From an optimization exercise on the open Yosys and OpenROAD flow, aimed at small area, a short achievable clock period and few clock cycles per item; shortcuts taken in it are not production practice.
Only simulation tests tie the RTL to the original design; equivalence was not proved.
Power is estimated from default activity; no workload was simulated.

== run P ==
==> flow/design.v <==
package dcache_pkg;
   localparam int IDX_W = 3;
   localparam int TAG_W = 26;
   localparam int SETS  = 8;
   localparam int WAYS  = 2;
   localparam int LINES = WAYS * SETS;
endpackage
`timescale 1ns/1ns
module dcache_top (
   input  logic        CLK,
   input  logic        nRST,
   input  logic        cpu_ren,
   input  logic        cpu_wen,
   input  logic [31:0] cpu_addr,
   input  logic [31:0] cpu_wdata,
   input  logic        halt,
   output logic        dhit,
   output logic [31:0] dmemload,
   output logic        flushed,
   output logic        mem_ren,
   output logic        mem_wen,
   output logic [31:0] mem_addr,
   output logic [31:0] mem_wdata,
   input  logic        dwait,
   input  logic [31:0] dload
);
   localparam int TAG_W = dcache_pkg::TAG_W;
   localparam int LINES = dcache_pkg::LINES;
   typedef enum logic [3:0] {
      IDLE, WB0, WB1, FILL0, FILL1, RESP, FSTART, FWB0, FWB1, DONE
   } state_t;
   logic [LINES-1:0]                 valid_q, dirty_q;
   logic [LINES-1:0][TAG_W-1:0]      tag_q;
   logic [LINES-1:0][1:0][31:0]      data_q;
   logic [7:0]                       lru_q;      
   state_t             state_q;
   logic               fl_q;                    
   logic [2:0]         fidx_q;                  
   logic               way_q;                   
   logic               last_q;                  
   logic               dhit_q, ren_q, wen_q, flushed_q;
   logic [31:3]        maddr_q;
   logic               mword_q;
   logic [31:0]        mwdata_q;
   logic [31:0]        rd_q;                    
   logic [TAG_W-1:0]   ctag;
   logic [2:0]         cidx, sidx;
   logic               coff, req, done;
   logic [TAG_W-1:0]   t0, t1, tsel;
   logic [1:0][31:0]   x0, x1;                  
   logic [LINES-1:0]   mline;                   
   logic               m0, m1, hit, vict, wsel, vdirty;
   logic [31:0]        xo0, xo1;
   logic [31:0]        xsel;
   logic [LINES-1:0]   pend;                    
   logic [LINES-1:0]   pend_next;
   logic               any_pend, any_next;
   logic [3:0]         first_pend, first_next;
   assign ctag = cpu_addr[31:6];
   assign cidx = cpu_addr[5:3];
   assign coff = cpu_addr[2];
   assign req  = cpu_ren | cpu_wen;
   assign done = !dwait;
   assign sidx = fl_q ? fidx_q : cidx;
   assign t0 = tag_q[{1'b0, sidx}];
   assign t1 = tag_q[{1'b1, sidx}];
   assign x0 = data_q[{1'b0, sidx}];
   assign x1 = data_q[{1'b1, sidx}];
   always_comb begin
      for (int l = 0; l < LINES; l++) begin
         mline[l] = valid_q[l] && (tag_q[l] == ctag);
      end
   end
   assign m0  = mline[{1'b0, cidx}];
   assign m1  = mline[{1'b1, cidx}];
   assign hit = m0 | m1;
   assign xo0 = coff ? x0[1] : x0[0];
   assign xo1 = coff ? x1[1] : x1[0];
   assign vict = lru_q[cidx];
   assign vdirty = valid_q[{vict, cidx}] & dirty_q[{vict, cidx}];
   assign wsel = (state_q == IDLE) ? vict : way_q;
   assign tsel = wsel ? t1 : t0;
   always_comb begin
      if ((state_q == WB0) || (state_q == FWB0)) begin
         xsel = wsel ? x1[1] : x0[1];
      end else begin
         xsel = wsel ? x1[0] : x0[0];
      end
   end
   assign pend      = valid_q & dirty_q;
   assign pend_next = pend & ~(LINES'(1) << {way_q, fidx_q});
   always_comb begin
      any_pend   = 1'b0;
      first_pend = '0;
      any_next   = 1'b0;
      first_next = '0;
      for (int l = LINES - 1; l >= 0; l--) begin
         if (pend[l]) begin
            any_pend   = 1'b1;
            first_pend = 4'(l);
         end
         if (pend_next[l]) begin
            any_next   = 1'b1;
            first_next = 4'(l);
         end
      end
   end
   assign dhit      = dhit_q;
   assign dmemload  = rd_q;
   assign flushed   = flushed_q;
   assign mem_ren   = ren_q;
   assign mem_wen   = wen_q;
   assign mem_addr  = {maddr_q, mword_q, 2'b00};
   assign mem_wdata = mwdata_q;
   always_ff @(posedge CLK, negedge nRST) begin
      if (!nRST) begin
         state_q   <= IDLE;
         fl_q      <= 1'b0;
         dhit_q    <= 1'b0;
         ren_q     <= 1'b0;
         wen_q     <= 1'b0;
         flushed_q <= 1'b0;
         valid_q   <= '0;
         lru_q     <= '0;
      end else begin
         case (state_q)
            IDLE: begin
               if (halt) begin
                  fl_q <= 1'b1;
                  if (any_pend) begin
                     state_q <= FSTART;
                  end else begin
                     state_q   <= DONE;
                     flushed_q <= 1'b1;
                  end
               end else if (req && hit) begin
                  state_q <= RESP;
                  dhit_q  <= 1'b1;
               end else if (req && vdirty) begin
                  state_q <= WB0;
                  wen_q   <= 1'b1;
               end else if (req) begin
                  state_q <= FILL0;
                  ren_q   <= 1'b1;
               end
            end
            WB0: begin
               if (done) state_q <= WB1;
            end
            WB1: begin
               if (done) begin
                  state_q <= FILL0;
                  wen_q   <= 1'b0;
                  ren_q   <= 1'b1;
               end
            end
            FILL0: begin
               if (done) state_q <= FILL1;
            end
            FILL1: begin
               if (done) begin
                  state_q                <= RESP;
                  ren_q                  <= 1'b0;
                  dhit_q                 <= 1'b1;
                  valid_q[{way_q, cidx}] <= 1'b1;
               end
            end
            RESP: begin
               state_q     <= IDLE;
               dhit_q      <= 1'b0;
               lru_q[cidx] <= ~way_q;
            end
            FSTART: begin
               state_q <= FWB0;
               wen_q   <= 1'b1;
            end
            FWB0: begin
               if (done) state_q <= FWB1;
            end
            FWB1: begin
               if (done && last_q) begin
                  state_q   <= DONE;
                  wen_q     <= 1'b0;
                  flushed_q <= 1'b1;
               end else if (done) begin
                  state_q <= FWB0;
               end
            end
            DONE: begin
            end
            default: begin
               state_q <= IDLE;
            end
         endcase
      end
   end
   logic             fill_done, cpu_write, clean;
   logic [31:0]      wbus;
   logic [3:0]       wline;
   logic             wword;
   assign fill_done = ((state_q == FILL0) || (state_q == FILL1)) && done;
   assign cpu_write = (state_q == RESP) && cpu_wen;
   assign clean     = (state_q == FWB0) && done;
   assign wbus      = (state_q == RESP) ? cpu_wdata : dload;
   assign wline     = {way_q, clean ? fidx_q : cidx};
   assign wword     = (state_q == RESP) ? coff : (state_q == FILL1);
   always_ff @(posedge CLK) begin
      for (int l = 0; l < LINES; l++) begin
         for (int w = 0; w < 2; w++) begin
            if ((fill_done || cpu_write) && (wline == 4'(l)) && (wword == w[0])) begin
               data_q[l][w] <= wbus;
            end
         end
         if ((state_q == FILL1) && done && (wline == 4'(l))) begin
            tag_q[l] <= ctag;
         end
         if (((state_q == FILL1) && done || cpu_write || clean) && (wline == 4'(l))) begin
            dirty_q[l] <= cpu_write;
         end
      end
   end
   always_ff @(posedge CLK) begin
      case (state_q)
         IDLE: begin
            rd_q <= m1 ? xo1 : xo0;
            if (halt) begin
               way_q  <= first_pend[3];
               fidx_q <= first_pend[2:0];
            end else begin
               way_q <= hit ? m1 : vict;
            end
            mword_q  <= 1'b0;
            maddr_q  <= vdirty ? {tsel, cidx} : {ctag, cidx};
            mwdata_q <= xsel;
         end
         WB0, FWB0: begin
            if (done) begin
               mword_q  <= 1'b1;
               mwdata_q <= xsel;
            end
            if (done && (state_q == FWB0)) begin
               way_q  <= first_next[3];
               fidx_q <= first_next[2:0];
               last_q <= !any_next;
            end
         end
         WB1: begin
            if (done) begin
               mword_q <= 1'b0;
               maddr_q <= {ctag, cidx};
            end
         end
         FILL0: begin
            if (done) begin
               mword_q <= 1'b1;
               if (!coff) begin
                  rd_q <= dload;
               end
            end
         end
         FILL1: begin
            if (done) begin
               if (coff) begin
                  rd_q <= dload;
               end
            end
         end
         FSTART: begin
            mword_q  <= 1'b0;
            maddr_q  <= {tsel, fidx_q};
            mwdata_q <= xsel;
         end
         FWB1: begin
            if (done) begin
               mword_q  <= 1'b0;
               maddr_q  <= {tsel, fidx_q};
               mwdata_q <= xsel;
            end
         end
         default: begin
         end
      endcase
   end
endmodule
Settings: LEC_CHECK=0, CAP_MARGIN=20, CORE_MARGIN=2, CORE_UTILIZATION=45, SETUP_SLACK_MARGIN=5, SLEW_MARGIN=20; clock period 8.0 ns.
run.sh (not shown) runs the stock make flow with config.mk's settings and CLKGATE_MAP_FILE= SYNTH_SCRIPT=/design/flow/synth_recipe.tcl, a recipe that flattens the netlist after the stock synthesis.
Testbench counts of run P, summed over its fixed seeds: cycles 38,225, accesses 4,800.
The following lists how run A was set up differently from run P:
diff --git a/flow/design.v b/flow/design.v
--- a/flow/design.v
+++ b/flow/design.v
@@ -39,21 +39,19 @@
    logic               way_q;                   
    logic               last_q;                  
    logic               dhit_q, ren_q, wen_q, flushed_q;
    logic [31:3]        maddr_q;
    logic               mword_q;
    logic [31:0]        mwdata_q;
-   logic [31:0]        rd_q;                    
+   logic [31:0]        rd0_q, rd1_q;            
    logic [TAG_W-1:0]   ctag;
    logic [2:0]         cidx, sidx;
    logic               coff, req, done;
    logic [TAG_W-1:0]   t0, t1, tsel;
    logic [1:0][31:0]   x0, x1;                  
-   logic [LINES-1:0]   mline;                   
    logic               m0, m1, hit, vict, wsel, vdirty;
-   logic [31:0]        xo0, xo1;
    logic [31:0]        xsel;
    logic [LINES-1:0]   pend;                    
    logic [LINES-1:0]   pend_next;
    logic               any_pend, any_next;
    logic [3:0]         first_pend, first_next;
    assign ctag = cpu_addr[31:6];
@@ -63,22 +61,15 @@
    assign done = !dwait;
    assign sidx = fl_q ? fidx_q : cidx;
    assign t0 = tag_q[{1'b0, sidx}];
    assign t1 = tag_q[{1'b1, sidx}];
    assign x0 = data_q[{1'b0, sidx}];
    assign x1 = data_q[{1'b1, sidx}];
-   always_comb begin
-      for (int l = 0; l < LINES; l++) begin
-         mline[l] = valid_q[l] && (tag_q[l] == ctag);
-      end
-   end
-   assign m0  = mline[{1'b0, cidx}];
-   assign m1  = mline[{1'b1, cidx}];
+   assign m0 = valid_q[{1'b0, cidx}] && (t0 == ctag);
+   assign m1 = valid_q[{1'b1, cidx}] && (t1 == ctag);
    assign hit = m0 | m1;
-   assign xo0 = coff ? x0[1] : x0[0];
-   assign xo1 = coff ? x1[1] : x1[0];
    assign vict = lru_q[cidx];
    assign vdirty = valid_q[{vict, cidx}] & dirty_q[{vict, cidx}];
    assign wsel = (state_q == IDLE) ? vict : way_q;
    assign tsel = wsel ? t1 : t0;
    always_comb begin
       if ((state_q == WB0) || (state_q == FWB0)) begin
@@ -103,13 +94,13 @@
             any_next   = 1'b1;
             first_next = 4'(l);
          end
       end
    end
    assign dhit      = dhit_q;
-   assign dmemload  = rd_q;
+   assign dmemload  = way_q ? rd1_q : rd0_q;
    assign flushed   = flushed_q;
    assign mem_ren   = ren_q;
    assign mem_wen   = wen_q;
    assign mem_addr  = {maddr_q, mword_q, 2'b00};
    assign mem_wdata = mwdata_q;
    always_ff @(posedge CLK, negedge nRST) begin
@@ -219,13 +210,14 @@
          end
       end
    end
    always_ff @(posedge CLK) begin
       case (state_q)
          IDLE: begin
-            rd_q <= m1 ? xo1 : xo0;
+            rd0_q <= coff ? x0[1] : x0[0];
+            rd1_q <= coff ? x1[1] : x1[0];
             if (halt) begin
                way_q  <= first_pend[3];
                fidx_q <= first_pend[2:0];
             end else begin
                way_q <= hit ? m1 : vict;
             end
@@ -251,20 +243,22 @@
             end
          end
          FILL0: begin
             if (done) begin
                mword_q <= 1'b1;
                if (!coff) begin
-                  rd_q <= dload;
+                  rd0_q <= dload;
+                  rd1_q <= dload;
                end
             end
          end
          FILL1: begin
             if (done) begin
                if (coff) begin
-                  rd_q <= dload;
+                  rd0_q <= dload;
+                  rd1_q <= dload;
                end
             end
          end
          FSTART: begin
             mword_q  <= 1'b0;
             maddr_q  <= {tsel, fidx_q};
Findings:
On run A: register area is about 2% higher than what run P gave. Compared with run P, run A shows a cell-internal power that is about 10% higher. Fmax (run P / run A): 1.11. Run A vs. run P: final period demand of the worst path went up; final critical-path setup slack saw a decrease; routed length on met1 picked up an extra 5.6%; synthesized area per cell shows a reduction of 11%. On post-synthesis adder-cell area fraction, run P and run A are neck and neck. Relative to run P, cell area after layout has increased by 2.7% in run A. Comparing run P and run A, the higher wire length is on run A. In run A relative to run P, clock buffer count had gone up by more than 10%.
Testbench counts of run A, summed over its fixed seeds: cycles 38,225, accesses 4,800.

-- re-timing with driven ports --
In the flow no input, the clock included, has a driving cell. The finished layouts below were timed again as built, in two steps.
Step 1: set_driving_cell puts a clkbuf_16 on CLK and a buf_2 on each other input, an assumption about the parent block.
Step 2 moves the port delays by t, midway between the first and last clock arrival at a register: inputs arrive t later, outputs are due t later. That takes back most of the time a late clock gives input paths.
Slacks: no drivers / after step 1 / after step 2; pairs: no drivers / after step 1.
| run | shift t [ns] | setup WS [ns] | clock arrival spread, ns | slew at the worst register clock pin (ns) | cell pins on the clock port's net |
|---|---|---|---|---|---|
| run P | 0.895 | 4.381 / 4.388 / 3.493 | 0.077 / 0.078 | 0.07 / 0.07 | 1 |
| run A | 0.896 | 3.970 / 3.841 / 2.945 | 0.094 / 0.094 | 0.07 / 0.07 | 1 |
After both steps every run listed still meets setup and hold. The setup slack of run A, which loses most, moves by -0.129 ns with the drivers and by -1.025 ns with both steps.
